What follows belongs to an exercise in optimizing a design on an open flow for small area, a short achievable clock period and few clock cycles; a production flow would make more cautious choices. At most, simulation tests tie the RTL to the original design; equivalence was not proved. The RTL of runs 2, 5 and 6 was laid out without a check of its function. Power is estimated from default activity; no workload was simulated.

==> flow/design.v <==
package rpvd_pkg;
    localparam int COLUMN_BITS    = 12;
    localparam int ROW_BITS       = 12;
    localparam int VALUE_BITS     = 32;
    localparam int THRESHOLD_BITS = 31;
    localparam int BOUND_BITS     = 32;
    localparam int CFG_INDEX_BITS = 3;
    localparam int CFG_DATA_BITS  = 32;
    typedef enum logic [CFG_INDEX_BITS-1:0] {
        REG_THRESHOLD          = 3'd0,
        REG_PEAK_GATE_ENABLE   = 3'd1,
        REG_PEAK_FLOOR         = 3'd2,
        REG_VALLEY_GATE_ENABLE = 3'd3,
        REG_VALLEY_CEILING     = 3'd4
    } cfg_reg_t;
    typedef struct packed {
        logic [THRESHOLD_BITS-1:0] threshold;
        logic                      peak_gate_enable;
        logic [BOUND_BITS-1:0]     peak_floor;
        logic                      valley_gate_enable;
        logic [BOUND_BITS-1:0]     valley_ceiling;
    } cfg_t;
    typedef struct packed {
        logic                   is_valley;
        logic [COLUMN_BITS-1:0] column;
        logic [ROW_BITS-1:0]    row;
        logic [VALUE_BITS-1:0]  value;
    } result_t;
endpackage
module rpvd_cfg (
    input  logic                                clk,
    input  logic                                rst_n,
    input  logic                                cfg_valid,
    output logic                                cfg_ready,
    input  logic [rpvd_pkg::CFG_INDEX_BITS-1:0] cfg_index,
    input  logic [rpvd_pkg::CFG_DATA_BITS-1:0]  cfg_data,
    output rpvd_pkg::cfg_t                      cfg
);
    rpvd_pkg::cfg_t cfg_reg;
    logic [rpvd_pkg::CFG_DATA_BITS-1:0] data;
    logic           write;
    assign cfg_ready = 1'b1;
    assign cfg       = cfg_reg;
    assign data      = rst_n ? cfg_data : '0;
    assign write     = !rst_n || cfg_valid;
    always_ff @(posedge clk)
    begin
        if (write && (!rst_n || cfg_index == rpvd_pkg::REG_THRESHOLD))
            cfg_reg.threshold <= data[rpvd_pkg::THRESHOLD_BITS-1:0];
        if (write && (!rst_n || cfg_index == rpvd_pkg::REG_PEAK_GATE_ENABLE))
            cfg_reg.peak_gate_enable <= data[0];
        if (write && (!rst_n || cfg_index == rpvd_pkg::REG_PEAK_FLOOR))
            cfg_reg.peak_floor <= data[rpvd_pkg::BOUND_BITS-1:0];
        if (write && (!rst_n || cfg_index == rpvd_pkg::REG_VALLEY_GATE_ENABLE))
            cfg_reg.valley_gate_enable <= data[0];
        if (write && (!rst_n || cfg_index == rpvd_pkg::REG_VALLEY_CEILING))
            cfg_reg.valley_ceiling <= data[rpvd_pkg::BOUND_BITS-1:0];
    end
endmodule
module rpvd_core (
    input  logic                             clk,
    input  logic                             rst_n,
    input  logic                             sample_valid,
    output logic                             sample_ready,
    input  logic [31:0]                      sample,
    input  logic                             row_start,
    input  logic                             frame_start,
    input  rpvd_pkg::cfg_t                   cfg,
    output logic                             result_valid,
    input  logic                             result_ready,
    output logic                             is_valley,
    output logic [rpvd_pkg::COLUMN_BITS-1:0] column,
    output logic [rpvd_pkg::ROW_BITS-1:0]    row,
    output logic [rpvd_pkg::VALUE_BITS-1:0]  value
);
    logic               in_valid_reg, skid_valid_reg, ready_reg;
    logic signed [31:0] in_s, skid_s;
    logic               in_rs, in_fs, skid_rs, skid_fs;
    logic signed [31:0] a_value_reg, b_value_reg;
    logic [11:0]        a_column_reg, b_column_reg;
    logic [11:0]        column_reg, row_reg;
    logic               seek_reg;
    logic               result_valid_reg;
    logic               is_valley_reg;
    logic               stall, consume, in_load, accept;
    logic               line_start;
    logic [11:0]        column_next, row_next;
    logic               beyond_a;
    logic               hit, gate_ok, event_valid;
    assign stall        = result_valid_reg && !result_ready;
    assign consume      = in_valid_reg && !stall;
    assign in_load      = !in_valid_reg || !stall;
    assign sample_ready = ready_reg;
    assign accept       = sample_valid && !skid_valid_reg;
    always_ff @(posedge clk or negedge rst_n)
    begin
        if (!rst_n)
        begin
            in_valid_reg   <= 1'b0;
            skid_valid_reg <= 1'b0;
            ready_reg      <= 1'b1;
        end
        else if (in_load)
        begin
            in_valid_reg   <= skid_valid_reg || accept;
            skid_valid_reg <= 1'b0;
            ready_reg      <= 1'b1;
        end
        else if (accept)
        begin
            skid_valid_reg <= 1'b1;
            ready_reg      <= 1'b0;
        end
    end
    always_ff @(posedge clk)
    begin
        if (in_load)
        begin
            if (skid_valid_reg)
            begin
                in_s  <= skid_s;
                in_rs <= skid_rs;
                in_fs <= skid_fs;
            end
            else
            begin
                in_s  <= sample;
                in_rs <= row_start;
                in_fs <= frame_start;
            end
        end
        if (!skid_valid_reg)
        begin
            skid_s  <= sample;
            skid_rs <= row_start;
            skid_fs <= frame_start;
        end
    end
    assign line_start = in_rs || in_fs;
    always_comb
    begin
        if (line_start)
            column_next = '0;
        else if (column_reg != 12'hFFF)
            column_next = column_reg + 1'b1;
        else
            column_next = column_reg;
        if (in_fs)
            row_next = '0;
        else if (in_rs && row_reg != 12'hFFF)
            row_next = row_reg + 1'b1;
        else
            row_next = row_reg;
    end
    function automatic logic carry_out(input logic [63:0] g_in, input logic [63:0] p_in);
        logic [63:0] g, p;
        g = g_in;
        p = p_in;
        for (int w = 1; w < 64; w = w * 2)
        begin
            for (int i = 0; i + w < 64; i = i + 2 * w)
            begin
                g[i] = g[i + w] | (p[i + w] & g[i]);
                p[i] = p[i + w] & p[i];
            end
        end
        carry_out = g[0];
    endfunction
    function automatic logic [1:0] order(input logic [31:0] x, input logic [31:0] y);
        logic [31:0] lt, gt;
        lt = ~x & y;
        gt = x & ~y;
        lt[31] = x[31] & ~y[31];
        gt[31] = ~x[31] & y[31];
        for (int w = 1; w < 32; w = w * 2)
        begin
            for (int i = 0; i + w < 32; i = i + 2 * w)
            begin
                lt[i] = lt[i + w] | (~gt[i + w] & lt[i]);
                gt[i] = gt[i + w] | (~lt[i + w] & gt[i]);
            end
        end
        order = {lt[0], gt[0]};
    endfunction
    function automatic logic less(input logic [31:0] x, input logic [31:0] y);
        logic [31:0] xu, yu;
        logic [63:0] g, p;
        xu = x ^ 32'h8000_0000;
        yu = y ^ 32'h8000_0000;
        g  = {32'h0000_0000, ~xu & yu};
        p  = {32'hFFFF_FFFF, ~xu | yu};
        less = carry_out(g, p);
    endfunction
    function automatic logic [1:0] hysteresis(input logic [31:0] x, input logic [30:0] t,
                                              input logic [31:0] y);
        logic [33:0] xe, te, ye, sum, cx, cy;
        logic [63:0] g, p, h, q;
        xe  = {{2{x[31]}}, x};
        te  = {3'b000, t};
        ye  = {{2{y[31]}}, y};
        sum = xe ^ te ^ ~ye;
        cx  = {(xe[32:0] & te[32:0]) | (xe[32:0] & ~ye[32:0]) | (te[32:0] & ~ye[32:0]), 1'b1};
        cy  = {(ye[32:0] & te[32:0]) | (ye[32:0] & ~xe[32:0]) | (te[32:0] & ~xe[32:0]), 1'b1};
        g   = {31'h0, sum[32:0] & cx[32:0]};
        p   = {31'h7FFF_FFFF, sum[32:0] | cx[32:0]};
        h   = {31'h0, sum[32:0] & cy[32:0]};
        q   = {31'h7FFF_FFFF, sum[32:0] | cy[32:0]};
        hysteresis = {sum[33] ^ cx[33] ^ carry_out(g, p), sum[33] ^ cy[33] ^ carry_out(h, q)};
    endfunction
    logic [1:0]  order_a;
    logic        peak_cond, valley_cond;
    logic [31:0] k_lo, k_hi;
    assign order_a     = order(in_s, a_value_reg);
    assign beyond_a    = seek_reg ? order_a[0] : order_a[1];
    assign {peak_cond, valley_cond} = hysteresis(in_s, cfg.threshold, a_value_reg);
    assign hit         = !line_start && (seek_reg ? peak_cond : valley_cond);
    assign k_lo = seek_reg ? cfg.peak_floor : a_value_reg;
    assign k_hi = seek_reg ? a_value_reg : cfg.valley_ceiling;
    assign gate_ok  = (a_column_reg != '0)
                      && ((seek_reg ? !cfg.peak_gate_enable : !cfg.valley_gate_enable)
                          || less(k_lo, k_hi));
    assign event_valid = consume && hit && gate_ok;
    always_ff @(posedge clk or negedge rst_n)
    begin
        if (!rst_n)
        begin
            a_value_reg  <= '0;
            a_column_reg <= '0;
            column_reg   <= '0;
            row_reg      <= '0;
            seek_reg     <= 1'b1;
        end
        else if (consume)
        begin
            column_reg <= column_next;
            row_reg    <= row_next;
            if (in_fs)
                seek_reg <= 1'b1;
            else if (hit)
                seek_reg <= !seek_reg;
            if (line_start || beyond_a || hit)
            begin
                a_value_reg  <= in_s;
                a_column_reg <= column_next;
            end
        end
    end
    always_ff @(posedge clk)
    begin
        if (consume && hit)
        begin
            b_value_reg  <= a_value_reg;
            b_column_reg <= a_column_reg;
        end
    end
    always_ff @(posedge clk or negedge rst_n)
    begin
        if (!rst_n)
        begin
            result_valid_reg <= 1'b0;
            is_valley_reg    <= 1'b0;
        end
        else if (!stall)
        begin
            result_valid_reg <= event_valid;
            if (event_valid)
                is_valley_reg <= !seek_reg;
        end
    end
    assign result_valid = result_valid_reg;
    assign is_valley    = is_valley_reg;
    assign column       = b_column_reg;
    assign row          = row_reg;
    assign value        = b_value_reg;
endmodule
module row_peak_valley_detector #(
    parameter int MAX_COLUMNS = 4096,
    parameter int MAX_ROWS    = 4096,
    parameter int SAMPLE_BITS = 32
) (
    input  logic                                clk,
    input  logic                                rst_n,
    input  logic                                cfg_valid,
    output logic                                cfg_ready,
    input  logic [rpvd_pkg::CFG_INDEX_BITS-1:0] cfg_index,
    input  logic [rpvd_pkg::CFG_DATA_BITS-1:0]  cfg_data,
    input  logic                                sample_valid,
    output logic                                sample_ready,
    input  logic [SAMPLE_BITS-1:0]              sample,
    input  logic                                row_start,
    input  logic                                frame_start,
    output logic                                result_valid,
    input  logic                                result_ready,
    output logic                                is_valley,
    output logic [rpvd_pkg::COLUMN_BITS-1:0]    column,
    output logic [rpvd_pkg::ROW_BITS-1:0]       row,
    output logic [rpvd_pkg::VALUE_BITS-1:0]     value
);
    rpvd_pkg::cfg_t cfg;
    rpvd_cfg u_cfg (
        .clk       (clk),
        .rst_n     (rst_n),
        .cfg_valid (cfg_valid),
        .cfg_ready (cfg_ready),
        .cfg_index (cfg_index),
        .cfg_data  (cfg_data),
        .cfg       (cfg)
    );
    rpvd_core u_core (
        .clk          (clk),
        .rst_n        (rst_n),
        .sample_valid (sample_valid),
        .sample_ready (sample_ready),
        .sample       (sample),
        .row_start    (row_start),
        .frame_start  (frame_start),
        .cfg          (cfg),
        .result_valid (result_valid),
        .result_ready (result_ready),
        .is_valley    (is_valley),
        .column       (column),
        .row          (row),
        .value        (value)
    );
endmodule
==> flow/flow/run.sh <==
#!/bin/bash
# The standard layout (standard.sh), with these changes:
# - timing repair aims for a setup slack of 6.8 ns (a 10 ns clock, so about 3.2 ns);
# - the port buffers are plain sky130_fd_sc_hd__buf_1 cells;
# - the clock tree clusters up to 24 flip-flops per leaf buffer.
# The full output of the ORFS make run goes to flow.log.
bash standard.sh SETUP_SLACK_MARGIN=6.8 "BUFFER_PORTS_ARGS=-buffer_cell sky130_fd_sc_hd__buf_1" CTS_CLUSTER_SIZE=24 CTS_CLUSTER_DIAMETER=80  finish > flow.log 2>&1
==> flow/standard.sh <==
#!/bin/bash
# synth_recipe.tcl (not shown) runs the flow's synth.tcl, then flattens the netlist and writes it again
# the make line also repeats each setting of config.mk as NAME=value (left out here)
make -C /OpenROAD-flow-scripts/flow DESIGN_CONFIG=/design/flow/config.mk WORK_HOME=/design/flow/orfs CLKGATE_MAP_FILE= SYNTH_SCRIPT=/design/flow/synth_recipe.tcl "${@:-finish}"
==> flow/config.mk <==
export PLATFORM = sky130hd
export DESIGN_NAME = row_peak_valley_detector
export DESIGN_NICKNAME = row_peak_valley_detector
export VERILOG_FILES = /design/flow/design.v
export SDC_FILE = /design/flow/constraint.sdc
export NUM_CORES = 4
export LEC_CHECK = 0
export CAP_MARGIN = 20
export CORE_MARGIN = 2
export CORE_UTILIZATION = 40
export PLACE_DENSITY = 0.6
export SETUP_SLACK_MARGIN = 0.5
export SLEW_MARGIN = 20
==> flow/constraint.sdc <==
create_clock -name core_clock -period 10.0 [get_ports {clk}]
set_input_delay 2.0000 -clock core_clock [delete_from_list [all_inputs] [get_ports {clk}]]
set_output_delay 2.0000 -clock core_clock [all_outputs]
set_load 0.01 [all_outputs]
==> flow_summary.ini, run 1 <==
[cts]
cts_tree = yes
clkTransAtPathRegs_ns = 0.10
worstSkewPairLatency_ns = 0.51
cts_sinks = 283
numCtsBuffers = 17
cts_max_path_buffers = 3
htreeDepth = 1
holdBufCountCts = 0
cts_root_buf = clkbuf_16

[die]
core_area_sq_um = 34460
dieHeight_microns = 190.9
die_w_microns = 190.9
die_area_sq_um = 36450
io_pins = 134
start_util_pct = 40.56
fp-row-count = 68

[grt]
grt_pass1_wl_mm = 54.75
grt_max_degree = 58
grt_usage_pct = 19.86
grt_antenna_before_repair = 0
grt_overflow = 0
grt_pass1_vias = 9637

[timing]
fmax_mhz = 269.4
hold_violations = 0
final.setup.tns_ns = 0
tightest_slew_ns = 1.019
setup_violations = 0
maxSlewViolCount = 0
grt_setup_unrepaired = yes
slew_headroom_pct = 32.07
finClkSkew_ns = 0.01794
period_needed_ns = 3.712
period_share_pct = 37.12

[placement]
hpwl_mm = 24.39
routabilityCongestion = 0.8563
dp_cells = 1697
port_buffers = 132

[worst_setup_path]
cp-startpoint = u_cfg.cfg_reg[96]$_DFFE_PP_
r2r-start = u_cfg.cfg_reg[96]$_DFFE_PP_
cp_top_family = simple AND/OR/NAND/NOR gates
path_max_fanout = 6
slowest_stage = fa_1
crit_path_max_incr_delay_ns = 0.61
r2r_slack_ns = 6.29
startpoint_type = flop
path_cells = fa_1, nor2_2, nor4_4, o2111ai_2, or4_4, a31oi_4, o31a_2, nand3_2, o32a_4, and2_4, mux2_4
worst-setup-path-type = reg -> reg
cp_num_buf_inv = 0
crit_required_ns = 10.39
arrival_ns = 4.11
critPathCaptureType = flop

[synth]
synth_compound_area_share_pct = 12.07
ys_types = 78
synthSimpleGateAreaFrac_pct = 10.31
yosysWarnings = 2
ys.flop_type = edfxtp_1
ys_seq_elements = 283
synth_top_family_by_area = adder cells
synth_area_sq_um = 13980
synth_fa_ha_area_share_pct = 12.20
synth-seq-area-share_pct = 55.73
synth_edf_count = 175
syn-num-nets = 1268
synthMuxAreaShare_pct = 5.398
synth_xor_area_share_pct = 1.003
synthCells = 1128
async_flop_share_pct = 26.15
avgSynthCellArea_sq_um = 12.39

[power]
power_leakage_uw = 0.006166
ir_drop_mv = 0.1515
power_density_nw_per_um2 = 190.1

[drt]
ant_nets = 0
post_drt_wl_per_cell_microns = 20.49
drtPass1Iterations = 6
drt_iter0_markers = 628
vias = 9766
via_per_inst = 5.474
remaining_drc_errors = 0
drt_wl_total_mm = 36.55

[hold_path]
hp-class = reg -> reg
hold_start = u_core.skid_s[31]$_DFF_P_

[job]
cap_violations = 0

[cells_and_area]
final_common_cell = edfxtp_1
largest_register_ffs = 97
drive_gt1_share_pct = 16.34
area_growth_syn_to_layout_pct = 17.81
layout_common_cells = 175 x edfxtp_1, 130 x buf_1, 72 x nor2_1
instances_no_fill = 1784
nNetsFinal = 1458
fillerInstances = 3135

[outcome]
status = complete, no violations
## cell usage after synthesis (all sizes together), types with 21 or more instances
master,n,area share (%)
nor2,74,2.0
o22ai,29,1.3
o21ai,52,1.9
dfxtp,34,4.9
a31oi,24,1.1
edfxtp,175,38
and2,36,1.6
dfrtp,72,13
a21oi,46,1.7
nand3,30,1.1
nand2b,28,1.3
mux2,46,3.9
inv,84,2.3
maj3,41,3.0
fa,62,8.9
mux2i,21,1.5
nand2,54,1.5
## per-layer routing
metal  part of all wire [%]  GRT usage, %
met5                      0             0
met4                    2.9         5.933
met3                    6.4         3.451
met2                     48         33.04
met1                     43         26.62
## worst register-to-register path: stages (launching register included)
cell and delay [ns]:
edfxtp_1 0.44, fa_1 0.61, nor2_2 0.08, nor4_4 0.30, o2111ai_2 0.20, or4_4 0.49
a31oi_4 0.18, o31a_2 0.19, nand3_2 0.08, o32a_4 0.47, and2_4 0.24, mux2_4 0.32
## final timing paths
check	endpoint	cells after the start
worst min register to register	u_core.skid_s[31]$_DFF_P_	1
worst min-delay path	u_core.skid_s[31]$_DFF_P_	1
worst max-delay path	u_core.a_column_reg[7]$_DFFE_PN0P_	11
min in group asynchronous	u_core.column_reg[7]$_DFFE_PN0P_	1
worst max register to register	u_core.a_column_reg[7]$_DFFE_PN0P_	11
max in group asynchronous	u_core.a_value_reg[25]$_DFFE_PN0P_	2
## layout make-up
class | count | area, sq um | area share [%]
sequential | 283 | 7809 | 47.42
multi-input combinational | 738 | 6072 | 36.88
timing repair buffer | 191 | 1149 | 6.976
tap | 455 | 569.3 | 3.457
clock buffer | 24 | 461.7 | 2.804
inverter | 87 | 336.6 | 2.044
clock inverter | 5 | 66.31 | 0.4027
antenna | 1 | 2.502 | 0.01520
## cells by family (layout without fill, tap and decap cells)
kind of cell / after synthesis / in the layout
muxes: 67 / 67
adders and majority gates: 107 / 107
buffers and inverters: 113 / 307
xor gates and xnor gates: 16 / 16
and+or+nand+nor: 286 / 291
other: 1 / 2
DFF: 283 / 283
AOI/OAI and AO/OA: 255 / 256
## where the power goes
group	switching, uW	total (uW)	leakage (uW)	internal (uW)
combinational	545	933	0.00297	389
clock	405	743	0.000255	339
sequential	94.7	1450	0.00294	1360
## timing repair
item	CTS	global route
gates cloned	9	1
pin swaps	17	1
setup endpoints to repair	322	109
resized for setup	79	9
setup buffers	43	4
## stage by stage
stage,util (%),hold slack (ns),total power (uW),area [sq um],setup WS [ns]
after global routing,47.78,0.4951,3288,16460,6.168
final,47.79,0.4767,3130,16470,6.288
after global placement,43.66,0.4520,2238,15050,5.135
after floorplan,-,0.4461,2017,14070,6.063
after CTS,47.49,0.4803,3130,16370,6.314
after detailed placement,43.74,0.4588,2253,15070,4.964
Testbench counts, summed over its fixed seeds: cycles 64,112.
==> run 2, diff against run 1 <==
--- a/flow/design.v
+++ b/flow/design.v
@@ -249,6 +249,7 @@
     begin
-        if (consume && hit)
+        if (consume)
         begin
-            b_value_reg  <= a_value_reg;
-            b_column_reg <= a_column_reg;
+            b_value_reg   <= a_value_reg;
+            b_column_reg  <= a_column_reg;
+            is_valley_reg <= !seek_reg;
         end
@@ -258,12 +259,5 @@
         if (!rst_n)
-        begin
             result_valid_reg <= 1'b0;
-            is_valley_reg    <= 1'b0;
-        end
         else if (!stall)
-        begin
             result_valid_reg <= event_valid;
-            if (event_valid)
-                is_valley_reg <= !seek_reg;
-        end
     end
==> flow_summary.ini, run 2 <==
[die]
die_area_sq_um = 36700
core_area_sq_um = 34630
die_w_microns = 191.6
start_util_pct = 40.65
fp-row-count = 68
io_pins = 134
dieHeight_microns = 191.6

[worst_setup_path]
cp_top_family = simple AND/OR/NAND/NOR gates
arrival_ns = 4.13
r2r-start = u_core.a_value_reg[30]$_DFFE_PN0P_
slowest_stage = or4_4
r2r_slack_ns = 6.44
path_cells = buf_1, nand2b_4, nand2_8, clkinv_4, nand2_4, or4_4, a311oi_2, o211ai_1, and3_4, o21ai_4, buf_12, buf_12, buf_16, mux2i_1
crit_path_max_incr_delay_ns = 0.43
startpoint_type = input pin
crit_required_ns = 10.43
critPathCaptureType = flop
cp_num_buf_inv = 5
cp-startpoint = result_ready
crit_path_frequent_cell = buf_12
worst-setup-path-type = in -> reg
path_max_fanout = 5

[synth]
synth_xor_area_share_pct = 0.9956
yosysMostFrequentCell = edfxtp_1
yosys-top-cells-count = 176 x edfxtp_1, 95 x inv_1, 76 x nand2_1
ys_types = 76
yosysWarnings = 2
avgSynthCellArea_sq_um = 12.26
yosys.area.top_type = edfxtp_1
synth-seq-area-share_pct = 55.38
synth_area_leaders = edfxtp_1 38%, dfrtp_1 13%, fa_1 8.8%
synth_area_sq_um = 14070
ys_seq_elements = 283
synth_fa_ha_area_share_pct = 12.35
synth_edf_count = 176
synth_compound_area_share_pct = 11.92
synthSimpleGateAreaFrac_pct = 10.31
ys.flop_type = edfxtp_1
synth_top_area_share_pct = 37.55
synthMuxAreaShare_pct = 5.147
synthCells = 1148
async_flop_share_pct = 25.80
synth_top_family_by_area = adder cells
syn-num-nets = 1288

[drt]
via_per_inst = 5.339
drt_iter0_markers = 719
drt_wl_total_mm = 34.26
drtPass1Iterations = 7
vias = 9487
post_drt_wl_per_cell_microns = 19.28
remaining_drc_errors = 0
ant_nets = 0

[grt]
grt_max_degree = 62
grt_overflow = 0
grt_pass1_wl_mm = 53.06
grt_antenna_before_repair = 0
grt_pass1_vias = 9353
grt_usage_pct = 18.83

[cts]
htreeDepth = 1
numCtsBuffers = 16
cts_root_buf = clkbuf_16
worstSkewPairLatency_ns = 0.51
cts_max_path_buffers = 3
clkTransAtPathRegs_ns = 0.08
cts_sinks = 283
cts_tree = yes

[hold_path]
hold_start = u_core.skid_s[0]$_DFF_P_
hp-class = reg -> reg

[cells_and_area]
drive_gt1_share_pct = 11.12
fillerInstances = 3127
layout_common_cells = 176 x edfxtp_1, 129 x buf_1, 94 x inv_1
nNetsFinal = 1452
area_growth_syn_to_layout_pct = 14.95
diodes = 0
final_common_cell = edfxtp_1
largest_register_ffs = 97
fin_util_pct = 46.72

[timing]
hold_violations = 0
final.setup.tns_ns = 0
slew_headroom_pct = 36.13
grt_setup_unrepaired = yes
period_needed_ns = 3.704
setup_violations = 0
maxSlewViolCount = 0
tightest_slew_ns = 0.9580
finClkSkew_ns = 0.02312
period_share_pct = 37.04
fmax_mhz = 270.0

[placement]
routabilityCongestion = 0.8566
hpwl_mm = 23.76
port_buffers = 132

[power]
power_density_nw_per_um2 = 225.5
ir_drop_mv = 0.1090
power_leakage_uw = 0.006109

[job]
cap_violations = 0

[outcome]
status = complete, no violations
## run 2: report_power, final
group	total, uW	switching, uW	internal, uW
Combinational	1330	771	557
Sequential	1590	171	1420
Clock	730	390	340
Total	3650	1330	2320
## run 2: final timing paths
| kind | depth (start not counted) | end |
|---|---|---|
| max | 14 | u_core.a_value_reg[10]$_DFFE_PN0P_ |
| min | 1 | u_core.skid_s[0]$_DFF_P_ |
| max reg2reg | 15 | u_core.a_column_reg[1]$_DFFE_PN0P_ |
| min reg2reg | 1 | u_core.skid_s[0]$_DFF_P_ |
| max in group asynchronous | 2 | u_core.a_value_reg[30]$_DFFE_PN0P_ |
| min in group asynchronous | 1 | u_core.a_value_reg[8]$_DFFE_PN0P_ |
## run 2: cell type report
type	instances	area [sq um]	share of cell area, %
Timing Repair Buffer	171	979.7	6.055
Clock inverter	3	33.78	0.2088
Inverter	102	399.1	2.467
Tap cell	455	569.3	3.519
Sequential cell	283	7801	48.22
Multi-Input combinational cell	738	5919	36.59
Clock buffer	25	476.7	2.946
## run 2: through the flow
step	instance area, sq um	cells	hold WS [ns]	worst slack [ns]	total power, uW
after floorplan	14140	1148	0.4461	6.047	2459
after global placement	15120	1718	0.4532	5.403	2800
after detailed placement	15120	1718	0.4555	5.297	2818
after CTS	15980	1765	0.4816	6.322	3641
after global routing	16180	1777	0.4963	6.181	3871
final	16180	1777	0.4770	6.296	3649
## run 2: what timing repair did
item                                    in CTS  in global routing
setup buffers                               14                 12
pin swaps                                    3                 10
cloned                                       5                  0
gates resized for setup                     25                 27
hold buffers                                 0                  0
hold endpoints to repair                     0                  0
endpoints found under the setup margin     133                 98
## run 2: worst register-to-register path: stages (launching register included)
cell	delay [ns]
dfrtp_2	0.46
inv_1	0.11
fa_1	0.61
o22ai_1	0.15
nor3_1	0.20
nand2_1	0.10
or3_1	0.43
nor4_4	0.27
a2111o_1	0.21
and3_4	0.21
o21ai_4	0.07
buf_4	0.14
buf_6	0.10
buf_6	0.11
buf_16	0.13
o22ai_1	0.15
## run 2: kinds of logic (layout without fill, tap and decap cells)
kind of cell,count (synthesis),count (layout)
simple gates,292,292
flops,283,283
compound gates,251,251
buf+inv,127,301
fa+ha+maj,110,110
mux,68,68
xor+xnor,16,16
other cells,1,1
## run 2: per-layer routing
layer  up-vias  GRT usage [%]  share of wire (%)
met2       223          30.87                 47
met5         -              0                  0
met3        37          2.138                4.2
li1       4480              -                  -
met4         0          5.000                2.2
met1      4747          26.67                 46
==> run 3, diff against run 2 <==
--- a/flow/design.v
+++ b/flow/design.v
@@ -249,7 +249,6 @@
     begin
-        if (consume)
+        if (consume && hit)
         begin
-            b_value_reg   <= a_value_reg;
-            b_column_reg  <= a_column_reg;
-            is_valley_reg <= !seek_reg;
+            b_value_reg  <= a_value_reg;
+            b_column_reg <= a_column_reg;
         end
@@ -259,5 +258,12 @@
         if (!rst_n)
+        begin
             result_valid_reg <= 1'b0;
+            is_valley_reg    <= 1'b0;
+        end
         else if (!stall)
+        begin
             result_valid_reg <= event_valid;
+            if (event_valid)
+                is_valley_reg <= !seek_reg;
+        end
     end
==> flow/flow/run.sh (replaced) <==
#!/bin/bash
# The standard layout (standard.sh), with these changes:
# - timing repair aims for a setup slack of 7.2 ns (a 10 ns clock, so about 2.8 ns);
# - the port buffers are plain sky130_fd_sc_hd__buf_1 cells;
# - the clock tree clusters up to 24 flip-flops per leaf buffer.
# The full output of the ORFS make run goes to flow.log.
bash standard.sh SETUP_SLACK_MARGIN=7.2 "BUFFER_PORTS_ARGS=-buffer_cell sky130_fd_sc_hd__buf_1" CTS_CLUSTER_SIZE=24 CTS_CLUSTER_DIAMETER=80  finish > flow.log 2>&1
==> flow_summary.ini, run 3 <==
[timing]
period_needed_ns = 3.778
grt_setup_unrepaired = yes
fmax_mhz = 264.7
holdWs_ns = 0.4780
slew_headroom_pct = 37.59
setup_violations = 0
final.setup.tns_ns = 0
period_share_pct = 37.78
finClkSkew_ns = 0.03023
hold_violations = 0
finalWorstSetupSlack_ns = 6.222
tightest_slew_ns = 0.9327
maxSlewViolCount = 0

[drt]
met2_length_mm = 18.76
routed-wl-met3_mm = 2.254
drtPass1Iterations = 8
remaining_drc_errors = 0
ant_nets = 0
via_per_inst = 5.484
dr.max_layer_used = met4
drt_iter0_markers = 675
post_drt_wl_per_cell_microns = 20.62
vias = 10195
drt_wl_total_mm = 38.33
drt-met1-wl_mm = 16.20

[synth]
yosys.area.top_type = edfxtp_1
synth_area_leaders = edfxtp_1 38%, dfrtp_1 13%, fa_1 8.9%
syn-num-nets = 1268
avgSynthCellArea_sq_um = 12.39
yosysMostFrequentCell = edfxtp_1
async_flop_share_pct = 26.15
synth_area_sq_um = 13980
ys_types = 78
ys.flop_type = edfxtp_1
synth_top_area_share_pct = 37.60
yosysWarnings = 2
ys_seq_elements = 283
synthCells = 1128
yosys-top-cells-count = 175 x edfxtp_1, 82 x inv_1, 74 x nor2_1
synth_edf_count = 175
synth-seq-area-share_pct = 55.73

[cts]
worstSkewPairLatency_ns = 0.54
htreeDepth = 1
cts_sinks = 283
cts_max_path_buffers = 3
cts_tree = yes
clkTransAtPathRegs_ns = 0.09
numCtsBuffers = 18
holdBufCountCts = 0
cts_root_buf = clkbuf_16

[die]
fp-row-count = 68
io_pins = 134
start_util_pct = 40.56
die_area_sq_um = 36450
die_w_microns = 190.9
core_area_sq_um = 34460
dieHeight_microns = 190.9

[worst_setup_path]
r2r_slack_ns = 6.22
slowest_stage = fa_2
critPathCaptureType = flop
worst-setup-path-type = reg -> reg
cp_num_buf_inv = 0
cp_top_family = simple AND/OR/NAND/NOR gates
crit_required_ns = 10.42
path_cells = fa_2, nor2_4, nor4_4, o2111ai_2, or4_4, a31oi_4, o31a_2, nand3_2, o32a_4, and2_4, mux2_4
arrival_ns = 4.19
path_max_fanout = 6
startpoint_type = flop
crit_path_max_incr_delay_ns = 0.62

[grt]
grt_overflow = 0
grt_max_degree = 56
grt_usage_pct = 20.94
grt_pass1_wl_mm = 58.02
grt_antenna_before_repair = 2
grt_pass1_vias = 10331

[cells_and_area]
fillerInstances = 3050
layout_common_cells = 175 x edfxtp_1, 102 x buf_4, 80 x buf_1
drive_gt1_share_pct = 28.72
final_common_cell = edfxtp_1
largest_register_ffs = 97
nNetsFinal = 1531
area_growth_syn_to_layout_pct = 24.51

[placement]
dpl_worst_slack_ns = 5.133
hpwl_mm = 24.14
routabilityCongestion = 0.8324
port_buffers = 132

[power]
power_leakage_uw = 0.006737
power_density_nw_per_um2 = 194.1
ir_drop_mv = 0.1349
power_uw = 3377

[job]
cap_violations = 0

[outcome]
status = complete, no violations

[hold_path]
hp-class = reg -> reg
-- run 3: changes by cell type in the layout (fill, tap and decap cells not counted), sizes merged, moves of 12 or more --
| cell | before | now |
|---|---|---|
| a31oi | 11 | 24 |
| clkbuf | 26 | 75 |
| buf | 170 | 212 |
| nand3 | 16 | 30 |
| mux2i | 33 | 21 |
| inv | 100 | 86 |
| nand2 | 77 | 57 |
-- run 3: report_power, final --
part           switching (uW)  internal [uW]
clock                     429            416
sequential               84.5           1360
combinational             611            477
total                    1130           2250
-- run 3: metal layers --
metal	vias to the layer above	global-route usage [%]
li1	4652	-
met1	5101	27.69
met2	368	35.26
met3	74	3.286
met4	0	6.857
met5	-	0
-- run 3: cell type report --
cell class	count	area, sq um	share of cell area, %
Clock buffer	26	531.8	3.056
Tap cell	455	569.3	3.271
Sequential cell	283	7814	44.90
Inverter	87	359.1	2.063
Timing Repair Buffer	261	1730	9.943
Multi-Input combinational cell	740	6290	36.14
Clock inverter	6	106.4	0.6111
Antenna cell	1	2.502	0.01438
-- run 3: logic make-up after synthesis --
group | Yosys count | share of synthesized area [%]
AO/OA/AOI/OAI | 255 | 12.07
adder cells (fa/ha/maj) | 107 | 12.20
buffers and inverters | 113 | 3.258
other | 1 | 0.02683
flip-flops | 283 | 55.73
multiplexers | 67 | 5.398
XOR/XNOR | 16 | 1.003
AND/OR/NAND/NOR | 286 | 10.31
-- run 3: what timing repair did --
| item | CTS | global route |
|---|---|---|
| endpoints found under the setup margin | 276 | 224 |
| gates resized for setup | 142 | 81 |
| cloned | 11 | 1 |
| setup buffers | 95 | 22 |
| pin swaps | 31 | 9 |
-- run 3: path summary, 6_finish.rpt --
| kind | from | endpoint | cells past startpoint |
|---|---|---|---|
| worst max-delay path | u_core.in_s[30]$_DFFE_PN_ | u_core.a_column_reg[1]$_DFFE_PN0P_ | 11 |
| worst min-delay path | u_core.skid_fs$_DFF_P_ | u_core.skid_fs$_DFF_P_ | 1 |
| worst max register to register | u_core.in_s[30]$_DFFE_PN_ | u_core.a_column_reg[1]$_DFFE_PN0P_ | 11 |
| worst min register to register | u_core.skid_fs$_DFF_P_ | u_core.skid_fs$_DFF_P_ | 1 |
| max in group asynchronous | rst_n | u_core.skid_valid_reg$_DFFE_PN0P_ | 2 |
| min in group asynchronous | rst_n | u_core.a_value_reg[15]$_DFFE_PN0P_ | 2 |
-- run 3: stage by stage --
stage	instance area [sq um]	cells	util, %
6_report	17400	1859	50.50
5_1_grt	17400	1859	50.50
4_1_cts	17040	1835	49.44
3_5_place_dp	15090	1697	43.79
3_3_place_gp	15090	1697	43.79
2_1_floorplan	14130	1128	-
-- run 3: worst reg2reg max path, stage by stage (launching register included) --
cell and delay, ns:
edfxtp_1 0.48, fa_2 0.62, nor2_4 0.05, nor4_4 0.29, o2111ai_2 0.19, or4_4 0.49
a31oi_4 0.17, o31a_2 0.20, nand3_2 0.10, o32a_4 0.50, and2_4 0.24, mux2_4 0.31
Testbench counts of run 3, summed over its fixed seeds: cycles 64,112.
==> run 4, diff against run 3 <==
--- a/flow/design.v
+++ b/flow/design.v
@@ -83,3 +83,2 @@
     logic               result_valid_reg;
-    logic               is_valley_reg;
     logic               stall, consume, in_load, accept;
@@ -87,3 +86,3 @@
     logic [11:0]        column_next, row_next;
-    logic               beyond_a;
+    logic               beyond_a, beyond_b;
     logic               hit, gate_ok, event_valid;
@@ -209,3 +208,3 @@
     endfunction
-    logic [1:0]  order_a;
+    logic [1:0]  order_a, order_b;
     logic        peak_cond, valley_cond;
@@ -213,3 +212,5 @@
     assign order_a     = order(in_s, a_value_reg);
+    assign order_b     = order(in_s, b_value_reg);
     assign beyond_a    = seek_reg ? order_a[0] : order_a[1];
+    assign beyond_b    = seek_reg ? order_b[1] : order_b[0];
     assign {peak_cond, valley_cond} = hysteresis(in_s, cfg.threshold, a_value_reg);
@@ -228,2 +229,4 @@
             a_column_reg <= '0;
+            b_value_reg  <= '0;
+            b_column_reg <= '0;
             column_reg   <= '0;
@@ -245,10 +248,12 @@
             end
-        end
-    end
-    always_ff @(posedge clk)
-    begin
-        if (consume && hit)
-        begin
-            b_value_reg  <= a_value_reg;
-            b_column_reg <= a_column_reg;
+            if (hit)
+            begin
+                b_value_reg  <= a_value_reg;
+                b_column_reg <= a_column_reg;
+            end
+            else if (line_start || beyond_b)
+            begin
+                b_value_reg  <= in_s;
+                b_column_reg <= column_next;
+            end
         end
@@ -258,15 +263,8 @@
         if (!rst_n)
-        begin
             result_valid_reg <= 1'b0;
-            is_valley_reg    <= 1'b0;
-        end
         else if (!stall)
-        begin
             result_valid_reg <= event_valid;
-            if (event_valid)
-                is_valley_reg <= !seek_reg;
-        end
     end
     assign result_valid = result_valid_reg;
-    assign is_valley    = is_valley_reg;
+    assign is_valley    = seek_reg;
     assign column       = b_column_reg;
==> flow/flow/run.sh (replaced) <==
#!/bin/bash
# The standard layout (standard.sh), with timing repair aiming for a setup slack
# of 6.5 ns, plain buf_1 port buffers, clock-tree clusters of up to 30 flip-flops, and
# OpenROAD's restructure (ABC on the failing cones, for timing) after the floorplan.
# The full output of the ORFS make run goes to flow.log.
W=$PWD
bash standard.sh SETUP_SLACK_MARGIN=6.5 "BUFFER_PORTS_ARGS=-buffer_cell sky130_fd_sc_hd__buf_1" CTS_CLUSTER_SIZE=30 CTS_CLUSTER_DIAMETER=80 POST_FLOORPLAN_TCL=$W/flow/restructure.tcl finish > flow.log 2>&1
==> flow/flow/restructure.tcl (new file) <==
# Re-synthesizes the logic cones on the paths that fail the repair target, for timing.
set lib [lindex $::env(LIB_FILES) 0]
set tielo "[lindex $::env(TIELO_CELL_AND_PORT) 0]/[lindex $::env(TIELO_CELL_AND_PORT) 1]"
set tiehi "[lindex $::env(TIEHI_CELL_AND_PORT) 0]/[lindex $::env(TIEHI_CELL_AND_PORT) 1]"
file mkdir $::env(OBJECTS_DIR)/restructure
restructure -target timing -slack_threshold $::env(SETUP_SLACK_MARGIN) -depth_threshold 4 \
  -liberty_file $lib -tielo_port $tielo -tiehi_port $tiehi \
  -work_dir $::env(OBJECTS_DIR)/restructure -abc_logfile $::env(OBJECTS_DIR)/restructure/abc.log
==> flow_summary.ini, run 4 <==
[outcome]
status = complete, no violations

[cts]
cts_tree = yes
holdBufCountCts = 0
worstSkewPairLatency_ns = 0.55
htreeDepth = 1
cts_root_buf = clkbuf_16
cts_sinks = 282
numCtsBuffers = 17
cts_max_path_buffers = 3
clkTransAtPathRegs_ns = 0.10

[drt]
post_drt_wl_per_cell_microns = 19.96
vias = 11385
drt_iter0_markers = 718
drtPass1Iterations = 5
drt_wl_total_mm = 42.32
ant_nets = 0
remaining_drc_errors = 0
via_per_inst = 5.370

[worst_setup_path]
critPathCaptureType = output pin
crit_required_ns = 8.00
cp_num_buf_inv = 2
crit_path_max_incr_delay_ns = 0.57
startpoint_type = flop
cp_top_family = flip-flops
path_cells = buf_12, buf_2
arrival_ns = 1.45
path_max_fanout = 16
slowest_stage = dfstp_2
worst-setup-path-type = reg -> out

[cells_and_area]
instances_no_fill = 2120
nNetsFinal = 1724
multiInputGateArea_sq_um = 8003
layout_common_cells = 131 x edfxtp_1, 130 x buf_1, 103 x nand2_1
largest_register_ffs = 97
regArea_sq_um = 7564
diodes = 0
drive_gt1_share_pct = 20.06
area_growth_syn_to_layout_pct = 16.99
final_common_cell = edfxtp_1
fillerInstances = 3665

[synth]
async_flop_share_pct = 41.49
synth-seq-area-share_pct = 47.48
synth_top_area_share_pct = 24.75
yosysWarnings = 2
synthCells = 1387
synth_area_sq_um = 15890
yosys-top-cells-count = 131 x edfxtp_1, 115 x dfrtp_1, 103 x nand2_1
ys_seq_elements = 282
syn-num-nets = 1527
synth_edf_count = 131
avgSynthCellArea_sq_um = 11.46
ys_types = 84
synth_area_leaders = edfxtp_1 25%, dfrtp_1 18%, fa_1 7.8%
yosysMostFrequentCell = edfxtp_1
yosys.area.top_type = edfxtp_1
ys.flop_type = edfxtp_1

[die]
dieHeight_microns = 203.3
start_util_pct = 40.27
io_pins = 134
fp-row-count = 73
core_area_sq_um = 39460
die_area_sq_um = 41340
die_w_microns = 203.3

[timing]
period_share_pct = 34.46
tightest_slew_ns = 0.9974
maxSlewViolCount = 0
final.setup.tns_ns = 0
finClkSkew_ns = 0.02708
hold_violations = 0
fmax_mhz = 290.2
slew_headroom_pct = 33.50
grt_setup_unrepaired = no
period_needed_ns = 3.446
setup_violations = 0
finalWorstSetupSlack_ns = 6.554

[grt]
grt_antenna_before_repair = 0
grt_usage_pct = 20.34
grt_pass1_wl_mm = 65.54
grt_overflow = 0
grt_pass1_vias = 11502
grt_max_degree = 61

[job]
cap_violations = 0

[placement]
dp_cells = 2017
routabilityCongestion = 0.8891
port_buffers = 132
hpwl_mm = 28.56
dpl_worst_slack_ns = 5.019

[power]
power_density_nw_per_um2 = 228.5
power_leakage_uw = 0.007518
power_frac_clock_pct = 19.1
p_sw_share_pct = 39.33
ir_drop_mv = 0.1365
pwr-share-seq_pct = 37.0
p_sw_uw = 1671
intPower_uw = 2578
pwr-share-comb_pct = 43.9

[hold_path]
hp-class = reg -> reg
[run 4: cell types whose count changed after synthesis, sizes merged, moves of 14 or more]
cell	change
mux2	+36
dfrtp	+43
mux2i	+54
maj3	+23
edfxtp	-44
a21oi	+14
nand2	+49
nor2b	+19
[run 4: layout make-up]
type | instances | area share [%]
Tap cell | 525 | 3.533
Multi-Input combinational cell | 971 | 43.04
Timing Repair Buffer | 213 | 7.322
Inverter | 99 | 2.174
Clock buffer | 19 | 2.497
Sequential cell | 282 | 40.68
Clock inverter | 11 | 0.7470
[run 4: final timing paths]
check,cells after the start,from,end,slack (ns)
max in group asynchronous,2,rst_n,u_core.a_value_reg[19]$_DFFE_PN0P_,7.29
min in group asynchronous,1,rst_n,u_core.b_column_reg[0]$_DFFE_PN0P_,1.45
worst min register to register,1,u_core.skid_s[26]$_DFF_P_,u_core.skid_s[26]$_DFF_P_,0.48
worst max-delay path,2,u_core.seek_reg$_DFFE_PN1P_,is_valley,6.55
worst min-delay path,1,u_core.skid_s[26]$_DFF_P_,u_core.skid_s[26]$_DFF_P_,0.48
worst max register to register,12,u_core.in_s[1]$_DFFE_PN_,u_core.a_column_reg[3]$_DFFE_PN0P_,6.59
[run 4: power by group through the flow]
stage | Clock, uW | Combinational, uW | Sequential (uW)
global route | 882 | 2030 | 1600
finish | 813 | 1870 | 1570
detailed placement | 0 | 1550 | 1590
floorplan | 0 | 1110 | 1580
CTS | 838 | 1750 | 1570
global placement | 0 | 1520 | 1590
[run 4: kinds of logic (layout without fill, tap and decap cells)]
family                     after synthesis  count (layout)  share of synthesized area [%]
other                                    1               1                        0.02360
adders and majority gates              130             130                          12.33
and+or+nand+nor                        375             376                          11.51
xor gates and xnor gates                17              17                         0.9369
DFF                                    282             282                          47.48
muxes                                  157             157                          11.46
AOI/OAI and AO/OA                      287             290                          12.33
buffers and inverters                  138             342                          3.937
[run 4: repair_timing]
item,in CTS,in global routing
resized for setup,55,49
pin swaps,14,18
setup buffers,26,37
endpoints found under the setup margin,180,92
gates cloned,7,2
[run 4: per-layer routing]
layer	GRT usage [%]	vias to the layer above	wire, microns
li1	-	5401	-
met1	27.54	5626	18460
met2	34.80	304	20790
met3	2.461	54	2082
met4	5.005	0	984
met5	0	-	0
[run 4: per-stage QoR]
step	utilization, %	hold slack (ns)	power, uW	area (sq um)
detailed placement	42.93	0.4585	3140	16940
finish	47.12	0.4807	4249	18590
floorplan	-	0.4461	2695	15900
global route	47.12	0.4984	4508	18590
CTS	45.93	0.4850	4158	18120
global placement	42.93	0.4533	3114	16940
Testbench counts of run 4, summed over its fixed seeds: cycles 64,112.
==> run 5, diff against run 4 <==
--- a/flow/design.v
+++ b/flow/design.v
@@ -83,2 +83,3 @@
     logic               result_valid_reg;
+    logic               is_valley_reg;
     logic               stall, consume, in_load, accept;
@@ -192,20 +193,20 @@
     endfunction
-    function automatic logic [1:0] hysteresis(input logic [31:0] x, input logic [30:0] t,
-                                              input logic [31:0] y);
-        logic [33:0] xe, te, ye, sum, cx, cy;
-        logic [63:0] g, p, h, q;
-        xe  = {{2{x[31]}}, x};
-        te  = {3'b000, t};
-        ye  = {{2{y[31]}}, y};
-        sum = xe ^ te ^ ~ye;
-        cx  = {(xe[32:0] & te[32:0]) | (xe[32:0] & ~ye[32:0]) | (te[32:0] & ~ye[32:0]), 1'b1};
-        cy  = {(ye[32:0] & te[32:0]) | (ye[32:0] & ~xe[32:0]) | (te[32:0] & ~xe[32:0]), 1'b1};
-        g   = {31'h0, sum[32:0] & cx[32:0]};
-        p   = {31'h7FFF_FFFF, sum[32:0] | cx[32:0]};
-        h   = {31'h0, sum[32:0] & cy[32:0]};
-        q   = {31'h7FFF_FFFF, sum[32:0] | cy[32:0]};
-        hysteresis = {sum[33] ^ cx[33] ^ carry_out(g, p), sum[33] ^ cy[33] ^ carry_out(h, q)};
+    function automatic logic hysteresis(input logic [31:0] s, input logic [30:0] t,
+                                        input logic [31:0] a, input logic seek);
+        logic [33:0] se, te, ae, sum, cy, up, down;
+        logic [63:0] g, p;
+        se   = {{2{s[31]}}, s};
+        te   = {3'b000, t};
+        ae   = {{2{a[31]}}, a};
+        up   = se & ~ae;
+        down = ~se & ae;
+        sum  = ~((se ^ te) ^ ae);
+        for (int i = 0; i < 33; i++)
+            cy[i + 1] = (seek ? up[i] : down[i]) | (te[i] & ~(seek ? down[i] : up[i]));
+        cy[0] = 1'b1;
+        g    = {31'h0, sum[32:0] & cy[32:0]};
+        p    = {31'h7FFF_FFFF, sum[32:0] | cy[32:0]};
+        hysteresis = sum[33] ^ cy[33] ^ carry_out(g, p);
     endfunction
     logic [1:0]  order_a, order_b;
-    logic        peak_cond, valley_cond;
     logic [31:0] k_lo, k_hi;
@@ -215,4 +216,3 @@
     assign beyond_b    = seek_reg ? order_b[1] : order_b[0];
-    assign {peak_cond, valley_cond} = hysteresis(in_s, cfg.threshold, a_value_reg);
-    assign hit         = !line_start && (seek_reg ? peak_cond : valley_cond);
+    assign hit         = !line_start && hysteresis(in_s, cfg.threshold, a_value_reg, seek_reg);
     assign k_lo = seek_reg ? cfg.peak_floor : a_value_reg;
@@ -263,8 +263,15 @@
         if (!rst_n)
+        begin
             result_valid_reg <= 1'b0;
+            is_valley_reg    <= 1'b0;
+        end
         else if (!stall)
+        begin
             result_valid_reg <= event_valid;
+            if (event_valid)
+                is_valley_reg <= !seek_reg;
+        end
     end
     assign result_valid = result_valid_reg;
-    assign is_valley    = seek_reg;
+    assign is_valley    = is_valley_reg;
     assign column       = b_column_reg;
==> flow/flow/run.sh (replaced) <==
#!/bin/bash
# The standard layout with: timing repair aiming for a setup slack of 6.5 ns, port
# buffers of a plain buffer cell, larger clock-tree clusters, and the majority cells
# added to the cells synthesis and repair may not use.
bash standard.sh SETUP_SLACK_MARGIN=6.5 "BUFFER_PORTS_ARGS=-buffer_cell sky130_fd_sc_hd__buf_1" CTS_CLUSTER_SIZE=30 CTS_CLUSTER_DIAMETER=80 "DONT_USE_CELLS=sky130_fd_sc_hd__lpflow_bleeder_1 sky130_fd_sc_hd__lpflow_clkbufkapwr_1 sky130_fd_sc_hd__lpflow_clkbufkapwr_16 sky130_fd_sc_hd__lpflow_clkbufkapwr_2 sky130_fd_sc_hd__lpflow_clkbufkapwr_4 sky130_fd_sc_hd__lpflow_clkbufkapwr_8 sky130_fd_sc_hd__lpflow_clkinvkapwr_1 sky130_fd_sc_hd__lpflow_clkinvkapwr_16 sky130_fd_sc_hd__lpflow_clkinvkapwr_2 sky130_fd_sc_hd__lpflow_clkinvkapwr_4 sky130_fd_sc_hd__lpflow_clkinvkapwr_8 sky130_fd_sc_hd__lpflow_decapkapwr_12 sky130_fd_sc_hd__lpflow_decapkapwr_3 sky130_fd_sc_hd__lpflow_decapkapwr_4 sky130_fd_sc_hd__lpflow_decapkapwr_6 sky130_fd_sc_hd__lpflow_decapkapwr_8 sky130_fd_sc_hd__lpflow_inputiso0n_1 sky130_fd_sc_hd__lpflow_inputiso0p_1 sky130_fd_sc_hd__lpflow_inputiso1n_1 sky130_fd_sc_hd__lpflow_inputiso1p_1 sky130_fd_sc_hd__lpflow_inputisolatch_1 sky130_fd_sc_hd__lpflow_isobufsrc_1 sky130_fd_sc_hd__lpflow_isobufsrc_16 sky130_fd_sc_hd__lpflow_isobufsrc_2 sky130_fd_sc_hd__lpflow_isobufsrc_4 sky130_fd_sc_hd__lpflow_isobufsrc_8 sky130_fd_sc_hd__lpflow_isobufsrckapwr_16 sky130_fd_sc_hd__lpflow_lsbuf_lh_hl_isowell_tap_1 sky130_fd_sc_hd__lpflow_lsbuf_lh_hl_isowell_tap_2 sky130_fd_sc_hd__lpflow_lsbuf_lh_hl_isowell_tap_4 sky130_fd_sc_hd__lpflow_lsbuf_lh_isowell_4 sky130_fd_sc_hd__lpflow_lsbuf_lh_isowell_tap_1 sky130_fd_sc_hd__lpflow_lsbuf_lh_isowell_tap_2 sky130_fd_sc_hd__lpflow_lsbuf_lh_isowell_tap_4 sky130_fd_sc_hd__probe_p_8 sky130_fd_sc_hd__probec_p_8  sky130_fd_sc_hd__maj3_1 sky130_fd_sc_hd__maj3_2 sky130_fd_sc_hd__maj3_4" finish > flow.log 2>&1
removed: flow/flow/restructure.tcl
==> flow_summary.ini, run 5 <==
[synth]
yosys-top-cells-count = 131 x edfxtp_1, 120 x o21ai_0, 116 x dfrtp_1
synth_area_leaders = edfxtp_1 25%, dfrtp_1 18%, mux2_2 6.2%
synth_area_sq_um = 15720
synthCells = 1553
ys.flop_type = edfxtp_1
synth-seq-area-share_pct = 48.14
synth_top_area_share_pct = 25.02
syn-num-nets = 1633
yosysWarnings = 2
ys_seq_elements = 283
yosysMostFrequentCell = edfxtp_1
ys_types = 84
synth_edf_count = 131
avgSynthCellArea_sq_um = 10.12
yosys.area.top_type = edfxtp_1
async_flop_share_pct = 41.70

[timing]
final.setup.tns_ns = 0
setup_violations = 0
period_needed_ns = 3.938
grt_setup_unrepaired = yes
fmax_mhz = 254.0
tightest_slew_ns = 0.9776
finClkSkew_ns = 0.03314
hold_violations = 0
maxSlewViolCount = 0
slew_headroom_pct = 34.83
period_share_pct = 39.38
finalWorstSetupSlack_ns = 6.062

[die]
fp-row-count = 72
core_area_sq_um = 38740
die_area_sq_um = 40910
dieHeight_microns = 202.3
io_pins = 134
die_w_microns = 202.3
start_util_pct = 40.59

[drt]
drt-met1-wl_mm = 18.77
drt_wl_total_mm = 41.75
post_drt_wl_per_cell_microns = 18.79
vias = 12328
drtPass1Iterations = 5
via_per_inst = 5.548
routed-wl-met3_mm = 2.327
met2_length_mm = 19.44
dr.max_layer_used = met4
remaining_drc_errors = 0
ant_nets = 0
drt_iter0_markers = 872

[cells_and_area]
fillerInstances = 3619
drive_gt1_share_pct = 15.08
diodes = 0
area_growth_syn_to_layout_pct = 17.14
layout_common_cells = 131 x buf_1, 131 x edfxtp_1, 115 x dfrtp_1
largest_register_ffs = 97
nNetsFinal = 1770

[hold_path]
hp-class = reg -> reg
hold_end = u_core.skid_s[24]$_DFF_P_
hold_start = u_core.skid_s[24]$_DFF_P_
worstHoldPathCells = 1

[power]
power_leakage_uw = 0.007157
power_density_nw_per_um2 = 255.6
ir_drop_mv = 0.1217

[worst_setup_path]
r2r-start = u_core.seek_reg$_DFFE_PN1P_
critPathCaptureType = flop
worst-setup-path-type = reg -> reg
arrival_ns = 4.35
crit_path_max_incr_delay_ns = 0.72
startpoint_type = flop
r2r_slack_ns = 6.06
path_max_fanout = 28
rr_worst_depth = 15
path_cells = buf_12, inv_12, a211oi_2, a21oi_1, a221oi_2, nand4b_1, buf_6, nor4_4, nor4_2, mux2_4, or2_4, a31oi_4, buf_6, buf_12, mux2_4
crit_required_ns = 10.41
cp_top_family = simple AND/OR/NAND/NOR gates
slowest_stage = dfstp_4
cp_num_buf_inv = 5
worst_r2r_endpoint = u_core.a_value_reg[13]$_DFFE_PN0P_

[cts]
numCtsBuffers = 20
cts_root_buf = clkbuf_16
cts_sinks = 283
clkTransAtPathRegs_ns = 0.09
htreeDepth = 1
cts_tree = yes
worstSkewPairLatency_ns = 0.55
cts_max_path_buffers = 3

[placement]
hpwl_mm = 27.84
port_buffers = 132
dpl_worst_slack_ns = 4.157
routabilityCongestion = 0.8441

[outcome]
status = complete, no violations

[job]
cap_violations = 0

[grt]
grt_max_degree = 59
grt_pass1_wl_mm = 65.13
grt_usage_pct = 20.00
grt_antenna_before_repair = 0
grt_pass1_vias = 11716
grt_overflow = 0
run 5: through the flow:
stage / instance area (sq um) / util (%) / std cells / hold WS, ns / total power, uW
floorplan: 15930 / - / 1553 / 0.4251 / 2950
global placement: 16710 / 43.13 / 2134 / 0.4544 / 3338
detailed placement: 16710 / 43.13 / 2134 / 0.4591 / 3374
CTS: 18190 / 46.96 / 2209 / 0.4818 / 4633
global route: 18420 / 47.55 / 2222 / 0.4973 / 4996
finish: 18420 / 47.55 / 2222 / 0.4779 / 4708
run 5: layout make-up:
cell class,count,area (sq um),share of cell area (%)
multi-input combinational,1111,7829,42.50
inverter,80,312.8,1.698
clock inverter,13,244.0,1.325
clock buffer,23,533.0,2.894
sequential,283,7575,41.12
tap,518,648.1,3.519
timing repair buffer,194,1277,6.936
run 5: how the worst max path moves through the flow:
| stage | start | endpoint | slack, ns | depth (start not counted) |
|---|---|---|---|---|
| 6_report | u_core.seek_reg$_DFFE_PN1P_ | u_core.a_value_reg[13]$_DFFE_PN0P_ | 6.06 | 15 |
| 5_1_grt | u_core.seek_reg$_DFFE_PN1P_ | u_core.a_value_reg[1]$_DFFE_PN0P_ | 5.98 | 13 |
| 4_1_cts | u_core.seek_reg$_DFFE_PN1P_ | u_core.a_value_reg[13]$_DFFE_PN0P_ | 6.08 | 14 |
| 3_5_place_dp | u_core.seek_reg$_DFFE_PN1P_ | u_core.a_value_reg[29]$_DFFE_PN0P_ | 4.16 | 13 |
| 3_3_place_gp | u_core.seek_reg$_DFFE_PN1P_ | u_core.a_value_reg[24]$_DFFE_PN0P_ | 4.26 | 13 |
| 2_1_floorplan | cfg_index[0] | u_cfg.cfg_reg[0]$_DFFE_PP_ | 5.92 | 2 |
run 5: kinds of logic (layout without fill, tap and decap cells):
kind of cell | after synthesis | after routing | synth area share [%]
and+or+nand+nor | 456 | 456 | 14.81
AOI/OAI and AO/OA | 428 | 429 | 17.78
muxes | 143 | 143 | 10.02
DFF | 283 | 283 | 48.14
other | 1 | 1 | 0.02385
xor gates and xnor gates | 76 | 76 | 4.233
adders and majority gates | 6 | 6 | 0.4774
buffers and inverters | 160 | 310 | 4.520
run 5: repair_timing:
item,4_1_cts,5_1_grt
pin swaps,13,18
cloned,7,2
gates resized for setup,60,24
buffers inserted,32,11
hold buffers,0,0
endpoints found under the setup margin,181,137
hold endpoints to repair,0,0
run 5: layer usage:
layer	up-vias	track usage (%)
met1	5949	27.15
met4	0	5.918
met2	345	33.02
li1	5963	-
met3	71	3.128
met5	-	0
run 5: power by group:
group	internal [uW]	switching, uW
Sequential	1410	235
Combinational	934	1170
Clock	440	513
==> run 6, diff against run 5 <==
==> flow/flow/run.sh (replaced) <==
#!/bin/bash
# The standard layout, with timing repair aiming for a setup slack of 6.5 ns,
# port buffers of a plain buffer cell and (if flow/abc.script exists) the
# standard synthesis with that ABC script for the combinational logic.
W=$PWD
if [ -f flow/abc.script ]; then
  {
    echo 'proc abc {args} { set i [lsearch $args -script]; lset args [expr {$i+1}] '"$W"'/flow/abc.script; yosys abc {*}$args }'
    echo "source $W/synth_recipe.tcl"
  } > synth_wrap.tcl
fi
bash standard.sh SETUP_SLACK_MARGIN=6.5  BUFFER_PORTS_ARGS=-buffer_cell\ sky130_fd_sc_hd__buf_1 CTS_CLUSTER_SIZE=30 CTS_CLUSTER_DIAMETER=80 finish > flow.log 2>&1
==> flow_summary.ini, run 6 <==
[cells_and_area]
drive_gt1_share_pct = 17.44
largest_register_ffs = 97
diodes = 0
layout_common_cells = 131 x buf_1, 131 x edfxtp_1, 115 x dfrtp_1
area_growth_syn_to_layout_pct = 19.29
instances_no_fill = 2076
nNetsFinal = 1633

[grt]
grt_max_degree = 67
grt_pass1_wl_mm = 63.72
grt_antenna_before_repair = 0
grt_overflow = 0
grt_pass1_vias = 11324
grt_usage_pct = 20.01

[outcome]
status = complete, no violations

[synth]
yosys.area.top_type = edfxtp_1
synth-seq-area-share_pct = 49.12
yosys-top-cells-count = 131 x edfxtp_1, 116 x dfrtp_1, 84 x maj3_1
synth_area_sq_um = 15410
yosysWarnings = 2
yosysMostFrequentCell = edfxtp_1
synth_top_area_share_pct = 25.53
ys_types = 88
syn-num-nets = 1475
avgSynthCellArea_sq_um = 11.05
synthCells = 1395
async_flop_share_pct = 41.70
synth_edf_count = 131
ys.flop_type = edfxtp_1
ys_seq_elements = 283
synth_area_leaders = edfxtp_1 26%, dfrtp_1 19%, mux2_2 5.6%

[job]
cap_violations = 0

[cts]
clkTransAtPathRegs_ns = 0.09
cts_tree = yes
numCtsBuffers = 18
cts_max_path_buffers = 3
htreeDepth = 1
cts_sinks = 283
cts_root_buf = clkbuf_16
worstSkewPairLatency_ns = 0.54

[timing]
finClkSkew_ns = 0.03478
grt_setup_unrepaired = yes
slew_headroom_pct = 32.17
final.setup.tns_ns = 0
hold_violations = 0
setup_violations = 0
period_needed_ns = 3.972
maxSlewViolCount = 0
finalWorstSetupSlack_ns = 6.028
tightest_slew_ns = 1.017
period_share_pct = 39.72
fmax_mhz = 251.7

[die]
dieHeight_microns = 200.3
die_w_microns = 200.3
fp-row-count = 71
core_area_sq_um = 37840
io_pins = 134
start_util_pct = 40.72
die_area_sq_um = 40110

[worst_setup_path]
crit_required_ns = 10.41
r2r_slack_ns = 6.03
critPathCaptureType = flop
crit_path_max_incr_delay_ns = 0.68
worst_r2r_endpoint = u_core.b_value_reg[20]$_DFFE_PN0P_
cp_top_family = simple AND/OR/NAND/NOR gates
arrival_ns = 4.38
path_cells = buf_16, clkinvlp_4, buf_12, mux2i_1, and3_4, a221oi_4, o2111a_1, and3_1, o211ai_1, o211a_1, or4_4, buf_12, mux2_4, mux2_4
slowest_stage = dfstp_4
r2r-start = u_core.seek_reg$_DFFE_PN1P_
path_max_fanout = 6
rr_worst_depth = 14
cp_num_buf_inv = 4
startpoint_type = flop
worst-setup-path-type = reg -> reg

[hold_path]
hp-class = reg -> reg
hold_start = u_core.skid_s[30]$_DFF_P_
hold_end = u_core.skid_s[30]$_DFF_P_
worstHoldPathCells = 1

[drt]
drtPass1Iterations = 5
drt_wl_total_mm = 40.81
via_per_inst = 5.441
ant_nets = 0
post_drt_wl_per_cell_microns = 19.66
drt_iter0_markers = 835
vias = 11296
remaining_drc_errors = 0

[placement]
hpwl_mm = 26.52
dpl_worst_slack_ns = 4.329
routabilityCongestion = 0.8691
dp_cells = 1983
port_buffers = 132

[power]
power_density_nw_per_um2 = 252.5
ir_drop_mv = 0.1532
power_leakage_uw = 0.007048
## run 6: cell families after synthesis
family / Yosys count / synth area share, %
other cells: 1 / 0.02434
xor+xnor: 74 / 4.206
mux: 149 / 10.51
simple gates: 328 / 11.51
compound gates: 325 / 14.40
buf+inv: 140 / 3.930
flops: 283 / 49.12
fa+ha+maj: 95 / 6.309
## run 6: worst register-to-register path, cell delays in order, from the launching register on
cell        delay (ns)
dfstp_4           0.68
buf_16            0.15
clkinvlp_4        0.13
buf_12            0.17
mux2i_1           0.12
and3_4            0.17
a221oi_4          0.25
o2111a_1          0.27
and3_1            0.17
o211ai_1          0.11
o211a_1           0.27
or4_4             0.63
buf_12            0.19
mux2_4            0.29
mux2_4            0.26
## run 6: worst max-delay path by stage
stage                                 from                            endpoint  cells after the start
6_report       u_core.seek_reg$_DFFE_PN1P_  u_core.b_value_reg[20]$_DFFE_PN0P_                     14
4_1_cts        u_core.seek_reg$_DFFE_PN1P_  u_core.b_value_reg[20]$_DFFE_PN0P_                     14
5_1_grt        u_core.seek_reg$_DFFE_PN1P_  u_core.b_value_reg[24]$_DFFE_PN0P_                     14
3_5_place_dp   u_core.seek_reg$_DFFE_PN1P_  u_core.b_value_reg[11]$_DFFE_PN0P_                     13
2_1_floorplan                 cfg_index[0]          u_cfg.cfg_reg[0]$_DFFE_PP_                      2
3_3_place_gp   u_core.seek_reg$_DFFE_PN1P_  u_core.b_value_reg[28]$_DFFE_PN0P_                     13
## run 6: repair_timing
| item | in CTS | in global routing |
|---|---|---|
| hold buffers | 0 | 0 |
| endpoints found under the setup margin | 97 | 102 |
| buffers inserted | 39 | 6 |
| resized for setup | 84 | 41 |
| gates cloned | 16 | 0 |
| pin swaps | 17 | 18 |
## run 6: power breakdown
part           switching (uW)  internal [uW]
logic                    1140           1070
clock network             434            395
registers                 205           1400
## run 6: final cells by class
class,instances,area [sq um]
fillers,3458,19460
clock inverters,10,115.1
repair buffers,205,1598
flip-flops and latches,283,7575
well taps,511,639.4
inverters,72,276.5
clock buffers,22,518.0
multi-input cells,973,7661
## run 6: stage by stage
step | cell area [sq um] | total power, uW | hold slack (ns) | utilization (%)
finish | 18380 | 4642 | 0.4749 | 48.58
global route | 18380 | 4891 | 0.4913 | 48.58
CTS | 18150 | 4547 | 0.4774 | 47.96
detailed placement | 16380 | 3210 | 0.4587 | 43.28
global placement | 16380 | 3175 | 0.4517 | 43.28
floorplan | 15500 | 2794 | 0.4268 | -
## run 6: metal layers
metal | GRT usage (%) | vias to the layer above | part of all wire (%) | routed length (microns)
met5 | 0 | - | 0 | 0
met4 | 6.190 | 0 | 2.8 | 1142
met3 | 3.173 | 59 | 4.1 | 1688
met2 | 34.08 | 226 | 48 | 19760
met1 | 26.19 | 5538 | 45 | 18220
li1 | - | 5473 | - | -

## what the ideal ports hide
How much do the figures lean on ideal ports? The routed layouts below were timed once more, with nothing changed but the port constraints.
Step 1 (the two cells are an assumption about what drives the block):
set clk [get_ports {clk}]
set_driving_cell -lib_cell sky130_fd_sc_hd__clkbuf_16 $clk
set_driving_cell -lib_cell sky130_fd_sc_hd__buf_2 [delete_from_list [all_inputs] $clk]
Step 2, shift: input delay + t, output delay - t, t = (earliest + latest rising clock arrival at the registers) / 2. This alone moves slack from input paths to output paths.
a / b / c = no drivers / after step 1 / after step 2; a / b = the first two.
| run | t (ns) | setup slack, ns | cell pins on the clock port's net |
|---|---|---|---|
| run 1 | 0.555 | 6.288 / 6.288 / 5.824 | 1 |
| run 2 | 0.554 | 6.296 / 6.305 / 5.751 | 1 |
| run 3 | 0.574 | 6.222 / 6.222 / 5.888 | 1 |
| run 4 | 0.587 | 6.554 / 6.500 / 6.137 | 1 |
| run 5 | 0.585 | 6.062 / 6.062 / 6.062 | 1 |
| run 6 | 0.583 | 6.028 / 6.028 / 5.985 | 1 |
After both steps every run listed still meets setup and hold. The setup slack of run 2, which loses most, moves by +0.009 ns with the drivers and by -0.545 ns with both steps.
